This is an optimization exercise on Yosys and OpenROAD, whose aim is small area and a short achievable clock period, not a production implementation.
Function was checked by simulation only, so behaviour that the tests miss may differ from the original.
No activity file was given, so power comes from the tool's default toggle rates.

`run.sh`:
```
#!/bin/bash
# synth_recipe.tcl (not shown) runs the flow's synth.tcl, then flattens the netlist and writes it again
# the make line also repeats each setting of config.mk as NAME=value (left out here)
make -C /OpenROAD-flow-scripts/flow DESIGN_CONFIG=/design/flow/config.mk WORK_HOME=/design/flow/orfs CLKGATE_MAP_FILE= SYNTH_SCRIPT=/design/flow/synth_recipe.tcl finish
```
`config.mk`:
```
export PLATFORM = sky130hd
export DESIGN_NAME = hpm_counters
export DESIGN_NICKNAME = hpm_counters
export VERILOG_FILES = /design/flow/design.v
export SDC_FILE = /design/flow/constraint.sdc
export NUM_CORES = 4
export LEC_CHECK = 0
export CAP_MARGIN = 20
export CORE_MARGIN = 2
export CORE_UTILIZATION = 30
export SLEW_MARGIN = 20
```
`constraint.sdc`:
```
create_clock -name core_clock -period 10.0 [get_ports {clk}]
set_input_delay 2.0000 -clock core_clock [delete_from_list [all_inputs] [get_ports {clk}]]
set_output_delay 2.0000 -clock core_clock [all_outputs]
set_load 0.01 [all_outputs]
```
`design.v`:
```
module hpm_counters #(
  parameter int XLEN         = 32,
  parameter int CNT_LEN      = 64,
  parameter int N_HPM        = 4,
  parameter int N_EVENTS     = 8,
  parameter int CSR_CMD_LEN  = 3,
  parameter int CSR_ADDR_LEN = 12
) (
  input  logic                    clk,
  input  logic                    reset,
  input  logic [CSR_CMD_LEN-1:0]  cmd,
  input  logic [CSR_ADDR_LEN-1:0] addr,
  input  logic [XLEN-1:0]         wdata,
  input  logic                    retire,
  input  logic [N_EVENTS-1:0]     events,
  output logic [XLEN-1:0]         rdata,
  output logic                    illegal,
  output logic                    ovf_irq
);
  localparam logic [CSR_CMD_LEN-1:0] CSR_IDLE  = CSR_CMD_LEN'(0);
  localparam logic [CSR_CMD_LEN-1:0] CSR_WRITE = CSR_CMD_LEN'(2);
  localparam logic [CSR_CMD_LEN-1:0] CSR_SET   = CSR_CMD_LEN'(3);
  localparam logic [CSR_CMD_LEN-1:0] CSR_CLEAR = CSR_CMD_LEN'(4);
  localparam int NC = 3 + N_HPM;
  localparam int HW = CNT_LEN - XLEN;
  localparam int EW = $clog2(N_EVENTS + 1);
  localparam logic [NC-1:0] IMPL = ~(NC'(2));
  logic [CNT_LEN-1:0] cnt [NC];
  logic [NC-1:0]      inhibit;
  logic [NC-1:0]      ovf;
  logic [EW-1:0]      evsel [N_HPM];
  logic [XLEN-1:0]  cur;
  logic [XLEN-1:0]  nv;
  logic             hit;
  logic             ro;
  logic             is_wr;
  logic             we;
  logic             sel_inh;
  logic             sel_ovf;
  logic [NC-1:0]    sel_lo;
  logic [NC-1:0]    sel_hi;
  logic [N_HPM-1:0] sel_ev;
  logic [N_HPM-1:0] ev_hit;
  logic [NC-1:0]    inc;
  logic [NC-1:0]    wrap;
  always_comb begin
    hit     = 1'b0;
    ro      = 1'b0;
    cur     = '0;
    sel_lo  = '0;
    sel_hi  = '0;
    sel_ev  = '0;
    sel_inh = 1'b0;
    sel_ovf = 1'b0;
    for (int unsigned i = 0; i < NC; i++) begin
      if (addr == CSR_ADDR_LEN'(32'hB00 + i)) begin
        hit = 1'b1;
        cur = cnt[i][XLEN-1:0];
        sel_lo[i] = 1'b1;
      end
      if (addr == CSR_ADDR_LEN'(32'hB80 + i)) begin
        hit = 1'b1;
        cur = XLEN'(cnt[i][CNT_LEN-1:XLEN]);
        sel_hi[i] = 1'b1;
      end
      if (addr == CSR_ADDR_LEN'(32'hC00 + i)) begin
        hit = 1'b1;
        ro  = 1'b1;
        cur = cnt[i][XLEN-1:0];
      end
      if (addr == CSR_ADDR_LEN'(32'hC80 + i)) begin
        hit = 1'b1;
        ro  = 1'b1;
        cur = XLEN'(cnt[i][CNT_LEN-1:XLEN]);
      end
    end
    for (int unsigned j = 0; j < N_HPM; j++) begin
      if (addr == CSR_ADDR_LEN'(32'h323 + j)) begin
        hit       = 1'b1;
        cur       = XLEN'(evsel[j]);
        sel_ev[j] = 1'b1;
      end
    end
    if (addr == CSR_ADDR_LEN'(32'h320)) begin
      hit     = 1'b1;
      cur     = XLEN'(inhibit);
      sel_inh = 1'b1;
    end
    if (addr == CSR_ADDR_LEN'(32'h7C0)) begin
      hit     = 1'b1;
      cur     = XLEN'(ovf);
      sel_ovf = 1'b1;
    end
    is_wr   = (cmd == CSR_WRITE) || (cmd == CSR_SET) || (cmd == CSR_CLEAR);
    illegal = (cmd != CSR_IDLE) && (!hit || (ro && is_wr));
    rdata   = illegal ? '0 : cur;
    we      = is_wr && !illegal;
    case (cmd)
      CSR_WRITE: nv = wdata;
      CSR_SET:   nv = cur | wdata;
      CSR_CLEAR: nv = cur & ~wdata;
      default:   nv = cur;
    endcase
  end
  always_comb begin
    ev_hit = '0;
    for (int unsigned j = 0; j < N_HPM; j++) begin
      for (int unsigned k = 0; k < N_EVENTS; k++) begin
        if (evsel[j] == EW'(k + 1) && events[k]) ev_hit[j] = 1'b1;
      end
    end
    inc    = '0;
    inc[0] = ~inhibit[0];
    inc[1] = 1'b1;
    inc[2] = ~inhibit[2] & retire;
    for (int unsigned j = 0; j < N_HPM; j++) begin
      inc[3+j] = ~inhibit[3+j] & ev_hit[j];
    end
    wrap = '0;
    for (int unsigned i = 0; i < NC; i++) begin
      wrap[i] = inc[i] && (&cnt[i]) && !(we && (sel_lo[i] || sel_hi[i]));
    end
  end
  always_ff @(posedge clk or negedge reset) begin
    if (!reset) begin
      for (int unsigned i = 0; i < NC; i++) cnt[i] <= '0;
      for (int unsigned j = 0; j < N_HPM; j++) evsel[j] <= '0;
      inhibit <= '0;
      ovf     <= '0;
    end else begin
      for (int unsigned i = 0; i < NC; i++) begin
        if (we && sel_lo[i])      cnt[i][XLEN-1:0]       <= nv;
        else if (we && sel_hi[i]) cnt[i][CNT_LEN-1:XLEN] <= nv[HW-1:0];
        else if (inc[i])          cnt[i]                 <= cnt[i] + CNT_LEN'(1);
      end
      for (int unsigned j = 0; j < N_HPM; j++) begin
        if (we && sel_ev[j]) evsel[j] <= nv[EW-1:0];
      end
      if (we && sel_inh) inhibit <= nv[NC-1:0] & IMPL;
      ovf <= (((we && sel_ovf) ? nv[NC-1:0] : ovf) | wrap) & IMPL;
    end
  end
  assign ovf_irq = |ovf;
endmodule
```
==> impl_metrics.yaml <==
status:
  outcome: "complete, no violations"
setup_path:
  r2r-end: "cnt[6][18]"
  path_class: "input port to output port"
  r2r_cells: 11
  start_kind: "input port"
  setup.worst_path.end: "rdata[23]"
  required_ns: 8.00
  critPathLaunch: "addr[0]"
  r2r_slack_ns: 5.26
  crit_fanout: 27
  rr_startpoint: "evsel[3][0]"
  arrival_ns: 7.55
  end_kind: "output port"
cts:
  cts_setup_buffers: 0
  clockBufferDepth: 3
  ctsHoldBuffers: 0
  cts.repair.resized: 0
  cts.clk_slew.worst_paths_ns: 0.06
  insertion_delay_ns: 0.70
  root_buffer: "clkbuf_16"
  cts_tree: "yes"
  numCtsBuffers: 60
  ctsHtreeMaxLevel: 2
  cts.sinks: 476
routing:
  drc_errors: 0
  detailedRoute.firstIterationViolations: 7931
  wl_mm: 258.5
  drtPass1Iterations: 6
  vias: 46180
  wl_per_cell_um: 38.22
  drtAntennaViolNets: 0
  via_per_inst: 6.827
grt:
  grt_pass1_vias: 41370
  antenna_found_initial: 40
  grt_max_degree: 149
  grt_pass1_wl_mm: 351.9
  grtUsageTotal_pct: 38.37
  grt_overflow: 0
synthesis:
  post-synth-top-count-cell: "nand2_1"
  synth_nets: 5113
  synth-seq-cells: 476
  yosys_most_used_dff: "dfrtp_1"
  synth.distinct_cells: 113
  synth_commonest_cells: "nand2_1, o21ai_0, dfrtp_1"
  async_flop_share_pct: 100.0
  ys_seq_area_share_pct: 31.22
  netlist_area_um2: 38150
  synth_top_area_share_pct: 31.22
  synthCells: 5048
  synth_edf_count: 0
  synth_area_per_cell_um2: 7.558
  netlist_top_cells_area: "dfrtp_1, o21ai_0, nand2_1"
  yosysTopAreaCell: "dfrtp_1"
  synth_warnings: 3
sta:
  fmaxAchievable_mhz: 104.7
  worst_clock_skew_ns: 0.03117
  tns_ns: 0
  maxSlewHeadroom_pct: 9.067
  worst_pin_slew_ns: 1.330
  finalHoldViolCount: 0
  finalCritPeriodShare_pct: 95.53
  rsz0062_at_grt: "false"
  setup-violations-final: 0
  period_minus_slack_ns: 9.553
  slew_viol_final: 0
  whs_ns: 0.5338
hold_path:
  hold_path_class: "flop to flop"
  min-delay-start: "cnt[6][46]"
layout:
  final_cell_area_um2: 43830
  final_cells: 6764
  synthToLayoutAreaGrowth_pct: 14.88
  drive_gt1_share_pct: 10.58
  fillers: 13330
  seqCellArea_um2: 11910
  nets: 5110
  multiInputGateArea_um2: 24550
floorplanning:
  num_rows: 130
  io_pins: 92
  core_um2: 125900
  die_x_um: 360.6
  fp.dieH_um: 360.6
  start_util_pct: 30.31
  die_area_um2: 130100
power_and_ir_drop:
  switching_share_pct: 29.18
  p_seq_share_pct: 40.6
  p_per_area_nw_per_um2: 115.6
  vdd_drop_max_mv: 0.1460
  p_leak_nw: 16.46
  clockPowerShare_pct: 48.3
  p_switching_w: 0.001479
  p_comb_share_pct: 11.1
  internal-power_w: 0.003590
place:
  portBuffers: 91
  dpl.hpwl_mm: 194.1
  dp_cells: 6631
  gp_congestion: 1.093
  post_dp_cell_area_um2: 41550
run:
  maxCapViolations: 0
## per-layer routing
| metal | track usage, % | part of all wire (%) | vias up |
|---|---|---|---|
| li1 | - | - | 18900 |
| met1 | 53.44 | 41 | 23020 |
| met2 | 53.56 | 40 | 3591 |
| met3 | 10.84 | 13 | 640 |
| met4 | 19.50 | 5.9 | 18 |
| met5 | 0 | 0.056 | - |
## cell usage in the layout, fill, tap and decap left out, drive strengths merged, types with 89 or more instances in the layout
| master | count |
|---|---|
| buf | 246 |
| a21oi | 428 |
| mux2i | 96 |
| xnor2 | 113 |
| dfrtp | 476 |
| o21ai | 566 |
| nand4 | 107 |
| nor3 | 165 |
| nand2 | 605 |
| clkdlybuf4s50 | 89 |
| o22ai | 94 |
| nand3 | 308 |
| and3 | 108 |
| nor2 | 461 |
## layout make-up
cell class / instances / area share, %
Clock inverter: 29 / 0.9677
Sequential cell: 476 / 27.18
Multi-Input combinational cell: 4119 / 56.02
Inverter: 53 / 0.4539
Timing Repair Buffer: 335 / 6.574
Antenna cell: 20 / 0.1142
Tap cell: 1650 / 4.710
Clock buffer: 82 / 3.985
## through the flow
stage                     power (W)  setup slack [ns]  util [%]
after floorplan            0.002291             3.530         -
after global placement     0.002622            0.9566     33.00
after detailed placement   0.002625            0.8927     33.01
after CTS                  0.005057            0.8976     34.73
after global routing       0.005170            0.6243     34.78
final                      0.005069            0.4472     34.82
## worst min-delay path by stage
stage	to	slack, ns	cells past startpoint
floorplan	cnt[6][46]	0.47	1
global route	cnt[6][46]	0.54	1
detailed placement	evsel[3][3]	0.52	2
CTS	evsel[3][3]	0.54	2
finish	cnt[6][46]	0.53	1
global placement	evsel[2][3]	0.51	2
## kinds of logic after synthesis
kind of cell	after synthesis	synth area share (%)
fa+ha+maj	7	0.2295
flops	476	31.22
xor+xnor	195	4.476
simple gates	2058	26.55
buf+inv	453	5.135
compound gates	1721	28.51
mux	138	3.876
## worst max-delay path, stage by stage
cell and delay (ns):
clkdlybuf4s50_1 0.98, buf_4 0.33, and4bb_2 0.82, nand4_1 0.62, o221ai_1 0.41, nor2_1 0.12, a2111oi_0 1.14, o31ai_1 0.11
o221ai_1 0.30, nor2_1 0.14, clkdlybuf4s50_1 0.53
## power groups by stage
stage	sequential (W)	combinational (W)	clock [W]
5_1_grt	0.00206	0.000577	0.00253
3_3_place_gp	0.00209	0.000533	0
3_5_place_dp	0.00209	0.000534	0
6_report	0.00206	0.000562	0.00245
4_1_cts	0.00206	0.000537	0.00246
2_1_floorplan	0.00205	0.000243	0
## state kept, by name (all words and copies together), names as in the netlist
signal	cells
ovf	6
evsel	16
inhibit	6
cnt	448

-- port drivers added, routing unchanged --
How much do the figures lean on ideal ports? The routed layout below was timed once more, with nothing changed but the port constraints. Step 1, drivers: a clkbuf_16 drives clk and a buf_2 each remaining input, both assumed. Step 2 adds t to the input delays and takes it off the output delays; t is the mean of the earliest and latest rising clock arrival at the registers after step 1. Input paths then give back, and output paths get back, about the clock's delay inside the block. Slacks: no drivers / after step 1 / after step 2; pairs: no drivers / after step 1.
t, ns: 0.761
slack for setup (ns): 0.447 / 0.385 / 0.385
worst setup path at the end: input to output
After both steps setup and hold are still met in this run. For this run, drivers alone change the setup slack by -0.062 ns; drivers and shift together by -0.062 ns.
